Context: an optimization exercise on an open-source flow, tuned for small area, a short achievable clock period and few clock cycles per item. The choices shown serve that exercise and are no tape-out recipe.
Function was checked by simulation only, so behaviour that the tests miss may differ from the original.
Power figures rest on the tool's default switching activity, not on a simulated workload.

## flow/config.mk

```make
export PLATFORM = sky130hd
export DESIGN_NAME = sorted_list_engine_core
export DESIGN_NICKNAME = sorted_list_engine_core
export VERILOG_FILES = /design/flow/design.v
export SDC_FILE = /design/flow/constraint.sdc
export NUM_CORES = 4
export LEC_CHECK = 0
export CAP_MARGIN = 20
export CORE_MARGIN = 2
export CORE_UTILIZATION = 40
export SLEW_MARGIN = 20
```

## flow/constraint.sdc

```tcl
create_clock -name core_clock -period 6.0 [get_ports {clk}]
set_input_delay 1.2000 -clock core_clock [delete_from_list [all_inputs] [get_ports {clk}]]
set_output_delay 1.2000 -clock core_clock [all_outputs]
set_load 0.01 [all_outputs]
```

## flow/design.v

```verilog
package sle_pkg;
	localparam int CAPACITY = 16;
	localparam int VAL_W    = 32;
	localparam logic [1:0] REQ_INS  = 2'd0;
	localparam logic [1:0] REQ_DEL  = 2'd1;
	localparam logic [1:0] REQ_DUMP = 2'd2;
	localparam logic [1:0] ST_OK       = 2'd0;
	localparam logic [1:0] ST_FULL     = 2'd1;
	localparam logic [1:0] ST_NOTFOUND = 2'd2;
	localparam logic [1:0] ST_EMPTY    = 2'd3;
endpackage
module sle_cmp (
	input  logic [31:0] a,
	input  logic [31:0] b,
	output logic        gt,
	output logic        eq
);
	logic [31:0] x, y, g0, e0;
	assign x = {~a[31], a[30:0]};
	assign y = {~b[31], b[30:0]};
	assign g0 = x & ~y;
	assign e0 = ~(x ^ y);
	logic [7:0] gg, ge;
	for (genvar k = 0; k < 8; k++) begin : g_grp
		assign ge[k] = &e0[4*k+3:4*k];
		assign gg[k] = g0[4*k+3] | e0[4*k+3] & (g0[4*k+2] | e0[4*k+2] & (g0[4*k+1] | e0[4*k+1] & g0[4*k]));
	end
	logic [1:0] hg, he;
	for (genvar k = 0; k < 2; k++) begin : g_h
		assign he[k] = &ge[4*k+3:4*k];
		assign hg[k] = gg[4*k+3] | ge[4*k+3] & (gg[4*k+2] | ge[4*k+2] & (gg[4*k+1] | ge[4*k+1] & gg[4*k]));
	end
	assign gt = hg[1] | he[1] & hg[0];
	assign eq = he[1] & he[0];
endmodule
module sle_chain (
	input  logic        clk,
	input  logic [4:0]  cnt,
	input  logic        do_ins,
	input  logic        do_del,
	input  logic [31:0] key,
	input  logic [3:0]  ridx,
	output logic        found,
	output logic [31:0] rdata
);
	localparam int N = sle_pkg::CAPACITY;
	logic [31:0]  vals [N];
	logic [N-1:0] gt, eq, valid, big, hit;
	for (genvar i = 0; i < N; i++) begin : g_cmp
		sle_cmp u_cmp (.a(vals[i]), .b(key), .gt(gt[i]), .eq(eq[i]));
		assign valid[i] = cnt > 5'(i);
		assign big[i] = ~valid[i] | gt[i];
		assign hit[i] = valid[i] & eq[i];
	end
	assign found = |hit;
	for (genvar i = 0; i < N; i++) begin : g_cell
		logic        en;
		logic [31:0] d;
		logic        from_left;
		if (i == 0) begin : g_first
			assign from_left = 1'b0;
		end else begin : g_inner
			assign from_left = big[i-1];
		end
		assign en = (do_ins & big[i]) | (do_del & found & (big[i] | eq[i]));
		if (i == N - 1) begin : g_last
			assign d = do_del ? vals[i] : (from_left ? vals[i-1] : key);
		end else if (i == 0) begin : g_head
			assign d = do_del ? vals[i+1] : key;
		end else begin : g_mid
			assign d = do_del ? vals[i+1] : (from_left ? vals[i-1] : key);
		end
		always_ff @(posedge clk)
			if (en)
				vals[i] <= d;
	end
	assign rdata = vals[ridx];
endmodule
module sorted_list_engine_core (
	input  logic               clk,
	input  logic               arst_n,
	input  logic               start,
	output logic               busy,
	input  logic [1:0]         req_type,
	input  logic signed [31:0] value,
	output logic               valid,
	output logic signed [31:0] item,
	output logic [4:0]         count,
	output logic [1:0]         status,
	output logic               last
);
	logic        rv_q;
	logic [1:0]  rt_q;
	logic [31:0] key_q;
	logic [4:0]  cnt_q, cnt_d;
	logic        dm_q, dm_d;
	logic [3:0]  idx_q, idx_d;
	logic        more_q, more_d;
	logic        take;
	logic        is_ins, is_del, is_dump;
	logic        full, found;
	logic        do_ins, do_del;
	logic [31:0] rdata;
	logic        res_v;
	logic [31:0] res_item;
	logic [1:0]  res_status;
	logic        res_last;
	logic        valid_q;
	logic [31:0] item_q;
	logic [4:0]  count_q;
	logic [1:0]  status_q;
	logic        last_q;
	assign is_ins  = rv_q & (rt_q == sle_pkg::REQ_INS);
	assign is_del  = rv_q & (rt_q == sle_pkg::REQ_DEL);
	assign is_dump = rv_q & (rt_q == sle_pkg::REQ_DUMP);
	assign full    = cnt_q[4];
	assign do_ins  = is_ins & ~full;
	assign do_del  = is_del;
	assign busy = (is_dump & (|cnt_q[4:1])) | more_q;
	assign take = start & ~busy;
	sle_chain u_chain (
		.clk   (clk),
		.cnt   (cnt_q),
		.do_ins(do_ins),
		.do_del(do_del),
		.key   (key_q),
		.ridx  (idx_q),
		.found (found),
		.rdata (rdata)
	);
	always_comb begin
		cnt_d      = cnt_q;
		dm_d       = dm_q;
		idx_d      = idx_q;
		more_d     = 1'b0;
		res_v      = 1'b0;
		res_item   = key_q;
		res_status = sle_pkg::ST_OK;
		res_last   = 1'b1;
		if (dm_q) begin
			res_v    = 1'b1;
			res_item = rdata;
			res_last = (5'(idx_q) + 5'd1) == cnt_q;
			if (res_last) begin
				dm_d  = 1'b0;
				idx_d = '0;
			end else begin
				idx_d  = idx_q + 4'd1;
				more_d = (5'(idx_q) + 5'd2) != cnt_q;
			end
		end else if (is_ins) begin
			res_v = 1'b1;
			if (full)
				res_status = sle_pkg::ST_FULL;
			else
				cnt_d = cnt_q + 5'd1;
		end else if (is_del) begin
			res_v = 1'b1;
			if (found)
				cnt_d = cnt_q - 5'd1;
			else
				res_status = sle_pkg::ST_NOTFOUND;
		end else if (is_dump) begin
			res_v = 1'b1;
			if (cnt_q == 5'd0) begin
				res_item   = '0;
				res_status = sle_pkg::ST_EMPTY;
			end else begin
				res_item = rdata;
				res_last = (cnt_q == 5'd1);
				if (cnt_q != 5'd1) begin
					dm_d   = 1'b1;
					idx_d  = 4'd1;
					more_d = (cnt_q != 5'd2);
				end
			end
		end
	end
	always_ff @(posedge clk or negedge arst_n) begin
		if (!arst_n) begin
			rv_q    <= 1'b0;
			cnt_q   <= '0;
			dm_q    <= 1'b0;
			idx_q   <= '0;
			more_q  <= 1'b0;
			valid_q <= 1'b0;
		end else begin
			rv_q    <= take;
			cnt_q   <= cnt_d;
			dm_q    <= dm_d;
			idx_q   <= idx_d;
			more_q  <= more_d;
			valid_q <= res_v;
		end
	end
	always_ff @(posedge clk) begin
		rt_q     <= req_type;
		key_q    <= value;
		item_q   <= res_item;
		count_q  <= cnt_d;
		status_q <= res_status;
		last_q   <= res_last;
	end
	assign valid  = valid_q;
	assign item   = item_q;
	assign count  = count_q;
	assign status = status_q;
	assign last   = last_q;
endmodule
```

## flow/run.sh

```bash
#!/bin/bash
# synth_recipe.tcl (not shown) runs the flow's synth.tcl, then flattens the netlist and writes it again
# the make line also repeats each setting of config.mk as NAME=value (left out here)
make -C /OpenROAD-flow-scripts/flow DESIGN_CONFIG=/design/flow/config.mk WORK_HOME=/design/flow/orfs CLKGATE_MAP_FILE= SYNTH_SCRIPT=/design/flow/synth_recipe.tcl finish
```

==> results of run 1 <==
==> metrics by stage <==
step	setup WS [ns]	hold WS, ns	util, %
3_3_place_gp	0.7180	0.5294	43.33
6_report	0.3710	0.5530	45.73
4_1_cts	0.6607	0.5501	45.65
3_5_place_dp	0.6619	0.5461	43.33
2_1_floorplan	1.186	0.4994	-
5_1_grt	0.3695	0.5700	45.72
==> metal layers <==
metal	track usage, %	vias to the layer above	wire length, um
li1	-	16230	-
met4	22.11	10	14690
met2	54.59	2876	86510
met5	0	-	64
met1	47.67	18320	78690
met3	8.696	713	22520
==> cell usage after synthesis, drive strengths merged (16+ instances only) <==
cell type / number / area, um2
nand2: 599 / 2248
o21ai: 523 / 2621
ha: 521 / 6519
edfxtp: 512 / 15370
mux2i: 448 / 4484
clkbuf: 249 / 934.7
a21o: 216 / 1622
a21oi: 166 / 834.6
a22oi: 160 / 1201
nand4: 158 / 988.5
dfxtp: 74 / 1481
nor2: 65 / 244.0
inv: 57 / 214.0
buf: 56 / 284.0
nand3: 43 / 215.2
o221ai: 37 / 330.3
a221oi: 33 / 289.0
a22o: 32 / 280.3
mux2: 32 / 360.4
nor4: 26 / 162.7
nor2b: 20 / 125.1
o211ai: 19 / 147.6
nor3: 16 / 90.09
o2bb2ai: 16 / 140.1
==> worst paths after layout <==
check	start	endpoint	cells after the start	slack (ns)
max in group asynchronous	arst_n	cnt_q[4]$_DFF_PN0_	1	4.67
min in group asynchronous	arst_n	more_q$_DFF_PN0_	1	0.92
hold / removal	more_q$_DFF_PN0_	rv_q$_DFF_PN0_	2	0.55
setup reg to reg	key_q[30]$_DFF_P_	u_chain.vals[2][21]$_DFFE_PP_	11	0.37
hold reg to reg	more_q$_DFF_PN0_	rv_q$_DFF_PN0_	2	0.55
setup / recovery	key_q[30]$_DFF_P_	u_chain.vals[2][21]$_DFFE_PP_	11	0.37
==> cell type report <==
cell class | instances | area share [%]
Multi-Input combinational cell | 3272 | 50.85
Sequential cell | 599 | 35.64
Clock buffer | 112 | 4.550
Timing Repair Buffer | 213 | 4.308
Tap cell | 1391 | 3.610
Clock inverter | 30 | 0.5243
Inverter | 57 | 0.4438
Antenna cell | 14 | 0.07267
==> worst reg2reg max path, cell delays in order (launching register included) <==
cell and delay (ns):
dfxtp_1 0.71, inv_1 0.54, ha_1 0.47, nand4_1 0.28
nor4_1 0.80, nand2_1 0.32, o221ai_1 0.27, or4_1 0.27
o21ai_4 0.21, buf_4 0.33, o2bb2ai_4 0.71, buf_12 0.31
==> logic make-up after synthesis <==
kind of cell    count (synthesis)  synth area share [%]
compound gates               1280                 18.98
buf+inv                       362                 3.362
simple gates                  983                 10.51
fa+ha+maj                     521                 15.30
mux                           480                 11.37
xor+xnor                        8                0.1644
flops                         599                 40.32
==> flip-flops by register name, indices dropped and copies added (netlist names), 2 cells and up <==
| register | flops |
|---|---|
| item_q | 32 |
| status_q | 2 |
| count_q | 5 |
| idx_q | 4 |
| u_chain.vals | 512 |
| cnt_q | 5 |
| rt_q | 2 |
| key_q | 32 |
==> power by group <==
group          internal, uW  total, uW  switching [uW]
Sequential             5290       5960             670
Clock                  2640       4640            2000
Combinational          2500       7300            4800
==> flow_summary.toml, run 1 <==
[run_status]
status = "timing/DRC/antenna clean"

[clocking]
cts-root-buf = "clkbuf_16"
cts-resized-gates = 0
cts_setup_buffers = 0
worstSkewPairLatency_ns = 0.69
clock_path_buffers = 3
clkTransAtPathRegs_ns = 0.06
cts_tree = "yes"
clkSinkCount = 599
h-tree-depth = 3
hold_buffers = 0
numCtsBuffers = 77

[logic_synthesis]
syn_inst = 4233
yosysUniqueCellTypes = 74
syn-mean-instance-area_um2 = 10.07
ys_ff_latch = 599
yosysSeqAreaShare_pct = 40.32
syn-num-nets = 4791
async_flop_share_pct = 2.170
ys.flop_type = "edfxtp_1"
yosysWarnings = 4
synth_area_um2 = 42620
synth-edff-count = 512

[critical_path]
setup.worst_path.start_class = "register"
path_buf_inv = 3
crit_slowest_cell = "nor4_1"
critPathRequiredTime_ns = 6.33
critPathKind = "reg2reg"
path_cells = "inv_1 > ha_1 > nand4_1 > nor4_1 > nand2_1 > o221ai_1 > or4_1 > o21ai_4 > buf_4 > o2bb2ai_4 > buf_12"
critPathTopFamily = "simple AND/OR/NAND/NOR gates"
worstSetupEndpointType = "register"
critPathMaxFanout = 20
worst_ep_arrival_time_ns = 5.96
cpPeakStageDelay_ns = 0.79

[detailed_routing]
route.detailed.wl_per_inst_um = 35.60
drt-total-wl_um = 202500
drtIter0Drc = 5796
drtPass1Iterations = 7
drc = 0
viasPerCell = 6.708
num_vias = 38160
antenna_left = 0

[placement]
dp.cells = 5530
placed_cell_area_um2 = 45680
numPortBuffers = 78
place_hpwl_um = 143900
gp_congestion = 1.119

[final_layout]
fin_area_um2 = 48210
area_growth_pct = 13.12
multi_input_area_um2 = 24510
instances_no_fill = 5688
layout_common_cells = "nand2_1 (597), ha_1 (521), o21ai_0 (519)"
seq_area_um2 = 17180
final_common_cell = "nand2_1"
fill_cells = 10010
nNetsFinal = 4778
drive_gt1_share_pct = 7.962

[global_routing]
grt_pass1_wl_um = 280300
antenna_found_initial = 16
grt_max_degree = 261
grtUsageTotal_pct = 36.47
grt_pass1_vias = 35770
overflow = 0

[floorplanning]
coreArea_um2 = 105400
num_io_pins = 79
rows = 119
dieArea_um2 = 109200
floorplan.initialDensity_pct = 40.43
chipHeight_um = 330.4
chipWidth_um = 330.4

[sta]
period_share_pct = 93.82
hold_viol = 0
setup_tns_ns = 0
finalSetupViolCount = 0
max_slew_margin_pct = 16.05
finalClockSkew_ns = 0.03358
slew_violations = 0
worst_pin_slew_ns = 1.257
min_period_ns = 5.629
fmax_mhz = 177.7
rsz0062_at_grt = "false"

[power]
peakVddDrop_uv = 430.7
total_power_uw = 17890
p_per_area_nw_per_um2 = 371.1
p_leak_uw = 0.02052

[job]
drv_cap = 0

[hold_path]
hold_path_class = "reg2reg"
Testbench counts, summed over its fixed seeds: cycles 7,090, requests 3,200.
==> inputs of run 2 (changes only) <==
--- a/flow/design.v
+++ b/flow/design.v
@@ -34,46 +34,34 @@
 	assign eq = he[1] & he[0];
 endmodule
+module sle_mux3 (
+	input  logic [31:0] lft,
+	input  logic [31:0] kin,
+	input  logic [31:0] rgt,
+	input  logic        sl,
+	input  logic        sk,
+	input  logic        sr,
+	output logic [31:0] d
+);
+	assign d = ~((lft & {32{sl}}) | (kin & {32{sk}}) | (rgt & {32{sr}}));
+endmodule
 module sle_chain (
-	input  logic        clk,
-	input  logic [4:0]  cnt,
-	input  logic        do_ins,
-	input  logic        do_del,
-	input  logic [31:0] key,
-	input  logic [3:0]  ridx,
-	output logic        found,
-	output logic [31:0] rdata
-);
-	localparam int N = sle_pkg::CAPACITY;
-	logic [31:0]  vals [N];
-	logic [N-1:0] gt, eq, valid, big, hit;
-	for (genvar i = 0; i < N; i++) begin : g_cmp
-		sle_cmp u_cmp (.a(vals[i]), .b(key), .gt(gt[i]), .eq(eq[i]));
-		assign valid[i] = cnt > 5'(i);
-		assign big[i] = ~valid[i] | gt[i];
-		assign hit[i] = valid[i] & eq[i];
-	end
-	assign found = |hit;
-	for (genvar i = 0; i < N; i++) begin : g_cell
-		logic        en;
-		logic [31:0] d;
-		logic        from_left;
-		if (i == 0) begin : g_first
-			assign from_left = 1'b0;
-		end else begin : g_inner
-			assign from_left = big[i-1];
-		end
-		assign en = (do_ins & big[i]) | (do_del & found & (big[i] | eq[i]));
-		if (i == N - 1) begin : g_last
-			assign d = do_del ? vals[i] : (from_left ? vals[i-1] : key);
-		end else if (i == 0) begin : g_head
-			assign d = do_del ? vals[i+1] : key;
-		end else begin : g_mid
-			assign d = do_del ? vals[i+1] : (from_left ? vals[i-1] : key);
-		end
-		always_ff @(posedge clk)
-			if (en)
-				vals[i] <= d;
-	end
-	assign rdata = vals[ridx];
+	input  logic do_ins,
+	input  logic do_del,
+	input  logic do_rot,
+	input  logic found,
+	input  logic big,
+	input  logic big_prev,
+	input  logic eq,
+	input  logic held,
+	input  logic held_next,
+	output logic en,
+	output logic sl,
+	output logic sk,
+	output logic sr
+);
+	assign en = (do_ins & big) | (do_del & found & (big | eq)) | (do_rot & held);
+	assign sl = do_ins & big_prev;
+	assign sk = (do_ins & ~big_prev) | (do_rot & ~held_next);
+	assign sr = do_del | (do_rot & held_next);
 endmodule
 module sorted_list_engine_core (
@@ -101,5 +89,5 @@
 	logic        full, found;
 	logic        do_ins, do_del;
-	logic [31:0] rdata;
+	logic        do_rot;
 	logic        res_v;
 	logic [31:0] res_item;
@@ -117,16 +105,72 @@
 	assign do_ins  = is_ins & ~full;
 	assign do_del  = is_del;
+	assign do_rot  = dm_q | (is_dump & (cnt_q != 5'd0));
 	assign busy = (is_dump & (|cnt_q[4:1])) | more_q;
 	assign take = start & ~busy;
-	sle_chain u_chain (
-		.clk   (clk),
-		.cnt   (cnt_q),
-		.do_ins(do_ins),
-		.do_del(do_del),
-		.key   (key_q),
-		.ridx  (idx_q),
-		.found (found),
-		.rdata (rdata)
-	);
+	localparam int N = sle_pkg::CAPACITY;
+	logic [31:0]  st [N];
+	logic [31:0]  kbus, nkbus;
+	logic [31:0]  nkey;
+	logic [N-1:0] gt, eq, held, big, hit;
+	assign nkey = ~key_q;
+	for (genvar i = 0; i < N; i++) begin : g_cmp
+		if (i % 2 == 0) begin : g_even
+			sle_cmp u_cmp (.a(st[i]), .b(key_q), .gt(gt[i]), .eq(eq[i]));
+		end else begin : g_odd
+			sle_cmp u_cmp (.a(nkey), .b(st[i]), .gt(gt[i]), .eq(eq[i]));
+		end
+		assign held[i] = cnt_q > 5'(i);
+		assign big[i] = ~held[i] | gt[i];
+		assign hit[i] = held[i] & eq[i];
+	end
+	assign found = |hit;
+	for (genvar i = 0; i < N; i++) begin : g_cell
+		logic        en, sl, sk, sr;
+		logic [31:0] lft, rgt, d;
+		logic        big_prev, held_next;
+		if (i == 0) begin : g_first
+			assign big_prev = 1'b0;
+			assign lft      = '0;
+		end else begin : g_inner
+			assign big_prev = big[i-1];
+			assign lft      = st[i-1];
+		end
+		if (i == N - 1) begin : g_last
+			assign held_next = 1'b0;
+			assign rgt       = '0;
+		end else begin : g_mid
+			assign held_next = held[i+1];
+			assign rgt       = st[i+1];
+		end
+		sle_chain u_sel (
+			.do_ins   (do_ins),
+			.do_del   (do_del),
+			.do_rot   (do_rot),
+			.found    (found),
+			.big      (big[i]),
+			.big_prev (big_prev),
+			.eq       (eq[i]),
+			.held     (held[i]),
+			.held_next(held_next),
+			.en       (en),
+			.sl       (sl),
+			.sk       (sk),
+			.sr       (sr)
+		);
+		sle_mux3 u_mux (
+			.lft(lft),
+			.kin((i % 2 == 0) ? nkbus : kbus),
+			.rgt(rgt),
+			.sl (sl),
+			.sk (sk),
+			.sr (sr),
+			.d  (d)
+		);
+		always_ff @(posedge clk)
+			if (en)
+				st[i] <= d;
+	end
+	assign kbus  = do_rot ? st[0] : key_q;
+	assign nkbus = ~kbus;
 	always_comb begin
 		cnt_d      = cnt_q;
@@ -140,5 +184,5 @@
 		if (dm_q) begin
 			res_v    = 1'b1;
-			res_item = rdata;
+			res_item = st[0];
 			res_last = (5'(idx_q) + 5'd1) == cnt_q;
 			if (res_last) begin
@@ -167,5 +211,5 @@
 				res_status = sle_pkg::ST_EMPTY;
 			end else begin
-				res_item = rdata;
+				res_item = st[0];
 				res_last = (cnt_q == 5'd1);
 				if (cnt_q != 5'd1) begin
--- a/flow/config.mk
+++ b/flow/config.mk
@@ -9,3 +9,4 @@
 export CORE_MARGIN = 2
 export CORE_UTILIZATION = 40
+export SETUP_SLACK_MARGIN = 3
 export SLEW_MARGIN = 20
==> flow_summary.toml, run 2 <==
[run_status]
status = "timing/DRC/antenna clean"

[logic_synthesis]
synth_top_cell_by_area = "edfxtp_1"
yosysWarnings = 3
yosysSeqAreaShare_pct = 45.74
yosysUniqueCellTypes = 77
async_flop_share_pct = 2.170
ys_ff_latch = 599
yosys-top-cells-area = "edfxtp_1 (41%), ha_1 (17%), a222oi_1 (12%)"
synth.top_cell.area_share_pct = 40.93
synth_area_um2 = 37560
syn-mean-instance-area_um2 = 11.41
syn-num-nets = 3848
ys.flop_type = "edfxtp_1"
syn_inst = 3293
synthTopCellsByCount = "ha_1 (518), edfxtp_1 (512), a222oi_1 (448)"
synth-edff-count = 512
synthMostInstantiatedCell = "ha_1"

[final_layout]
drive_gt1_share_pct = 25.41
reg_top3 = "st: 512 flops, item_q: 32 flops, key_q: 32 flops"
final_common_cell = "edfxtp_1"
instances_no_fill = 5032
regMostFlops = "st"
nNetsFinal = 4276
layout_common_cells = "edfxtp_1 (512), ha_1 (475), a222oi_1 (448)"
area_growth_pct = 35.62
largest_register_ffs = 512
diodes = 0

[sta]
hold_viol = 0
setup_tns_ns = 0
slew_violations = 0
min_period_ns = 3.894
max_slew_margin_pct = 27.05
whs_ns = 0.4692
finalSetupViolCount = 0
period_share_pct = 64.90
finalClockSkew_ns = 0.03664
worst_pin_slew_ns = 1.090
fmax_mhz = 256.8
rsz0062_at_grt = "true"

[placement]
numPortBuffers = 78
gp_congestion = 0.9455
place_hpwl_um = 97010
dp.cells = 4509

[floorplanning]
chipWidth_um = 310.4
chipHeight_um = 310.4
floorplan.initialDensity_pct = 40.31
rows = 112
dieArea_um2 = 96370
coreArea_um2 = 93190
num_io_pins = 79

[clocking]
h-tree-depth = 3
cts_tree = "yes"
clkTransAtPathRegs_ns = 0.06
hold_buffers = 0
worstSkewPairLatency_ns = 0.66
numCtsBuffers = 70
cts-root-buf = "clkbuf_16"
clkSinkCount = 599
clock_path_buffers = 3

[detailed_routing]
drt-total-wl_um = 160500
route.detailed.wl_per_inst_um = 31.90
num_vias = 35220
drc = 0
viasPerCell = 6.999
drtIter0Drc = 7033
antenna_left = 0
drtPass1Iterations = 11

[critical_path]
setup.worst_path.start_class = "register"
worstSetupEndpointType = "register"
critPathTopFamily = "compound AO/OA/AOI/OAI gates"
cpPeakStageDelay_ns = 0.74
crit_slowest_cell = "o21ai_0"
worst_ep_arrival_time_ns = 4.29
critPathRequiredTime_ns = 6.39
path_cells = "clkinvlp_4 > buf_12 > buf_4 > ha_1 > a21oi_1 > nor2_1 > a211oi_1 > o21ai_0 > o21ai_0 > nand4_1 > a211oi_4 > o21ai_4 > buf_12 > buf_16"
critPathMaxFanout = 15
path_buf_inv = 5
critPathKind = "reg2reg"

[global_routing]
grtUsageTotal_pct = 31.51
antenna_found_initial = 0
overflow = 0
grt_pass1_vias = 33630
grt_pass1_wl_um = 224100
grt_max_degree = 38

[job]
drv_cap = 0

[power]
p_leak_uw = 0.02038
peakVddDrop_uv = 254.9
p_per_area_nw_per_um2 = 470.9

[hold_path]
hold_path_class = "reg2reg"
-- run 2: report_power, final --
group,internal [uW],switching (uW),leakage (uW)
combinational,5030,7200,0.0140
clock,2480,1880,0.00110
sequential,6400,1000,0.00527
-- run 2: per-layer routing --
| metal | GRT usage, % | vias to the layer above | wire length (um) |
|---|---|---|---|
| met4 | 22.76 | 0 | 14950 |
| li1 | - | 14660 | - |
| met3 | 6.280 | 680 | 19450 |
| met5 | 0 | - | 0 |
| met1 | 39.41 | 17070 | 56400 |
| met2 | 48.61 | 2813 | 69730 |
-- run 2: metrics by stage --
stage	setup WS, ns	utilization, %	area [um2]	total power, uW
floorplan	2.681	-	37720	12560
global route	2.059	54.66	50940	24730
finish	2.106	54.66	50940	23990
global placement	1.109	42.86	39940	15460
CTS	2.541	53.05	49440	22660
detailed placement	1.095	42.91	39990	15620
-- run 2: worst paths after layout --
path,to,slack (ns),cells past startpoint,startpoint
max reg2reg,st[15][24]$_DFFE_PP_,2.11,14,key_q[9]$_DFF_P_
min,item_q[17]$_DFF_P_,0.47,2,key_q[17]$_DFF_P_
max in group asynchronous,cnt_q[3]$_DFF_PN0_,4.62,1,arst_n
max,st[15][24]$_DFFE_PP_,2.11,14,key_q[9]$_DFF_P_
min reg2reg,item_q[17]$_DFF_P_,0.47,2,key_q[17]$_DFF_P_
min in group asynchronous,idx_q[0]$_DFFE_PN0P_,0.93,1,arst_n
-- run 2: final cells by class --
type,instances,area [um2]
clock buffers,100,2021
clock inverters,29,241.5
fillers,7480,42250
inverters,307,1259
multi-input cells,2243,21950
flip-flops and latches,599,17280
well taps,1254,1569
repair buffers,500,6620
-- run 2: timing repair --
item	4_1_cts	5_1_grt
pin swaps	217	109
hold endpoints to repair	0	0
resized for setup	649	108
setup buffers	256	50
endpoints found under the setup margin	1036	1033
gates cloned	68	20
-- run 2: cell families (layout without fill, tap and decap cells) --
| kind of cell | after synthesis | count (layout) | synth area share [%] |
|---|---|---|---|
| compound gates | 1112 | 1122 | 23.89 |
| xor+xnor | 11 | 11 | 0.2565 |
| fa+ha+maj | 518 | 518 | 17.26 |
| buf+inv | 483 | 936 | 5.003 |
| flops | 599 | 599 | 45.74 |
| mux | 32 | 32 | 0.8561 |
| simple gates | 538 | 560 | 6.999 |
-- run 2: worst min-delay path: stages, from the launching register on --
cell and delay [ns]:
dfxtp_2 0.33, nand2_1 0.05, nand2_1 0.04
Testbench counts of run 2, summed over its fixed seeds: cycles 7,090, requests 3,200.

[re-timing with driven ports]
In the flow no input, the clock included, has a driving cell. The finished layouts below were timed again as built, in two steps. Step 1 (the two cells are an assumption about what drives the block):
set clk [get_ports {clk}]
set_driving_cell -lib_cell sky130_fd_sc_hd__clkbuf_16 $clk
set_driving_cell -lib_cell sky130_fd_sc_hd__buf_2 [delete_from_list [all_inputs] $clk]
Step 2 adds t to the input delays and takes it off the output delays; t is the mean of the earliest and latest rising clock arrival at the registers after step 1. Input paths then give back, and output paths get back, about the clock's delay inside the block. Slacks: no drivers / after step 1 / after step 2; pairs: no drivers / after step 1.
run | shift t [ns] | slack for setup (ns) | worst data-port slew with drivers (ns)
run 1 | 0.744 | 0.371 / 0.371 / 0.371 | 0.05
run 2 | 0.722 | 2.106 / 2.106 / 2.106 | 0.05
After both steps every run listed still meets setup and hold.
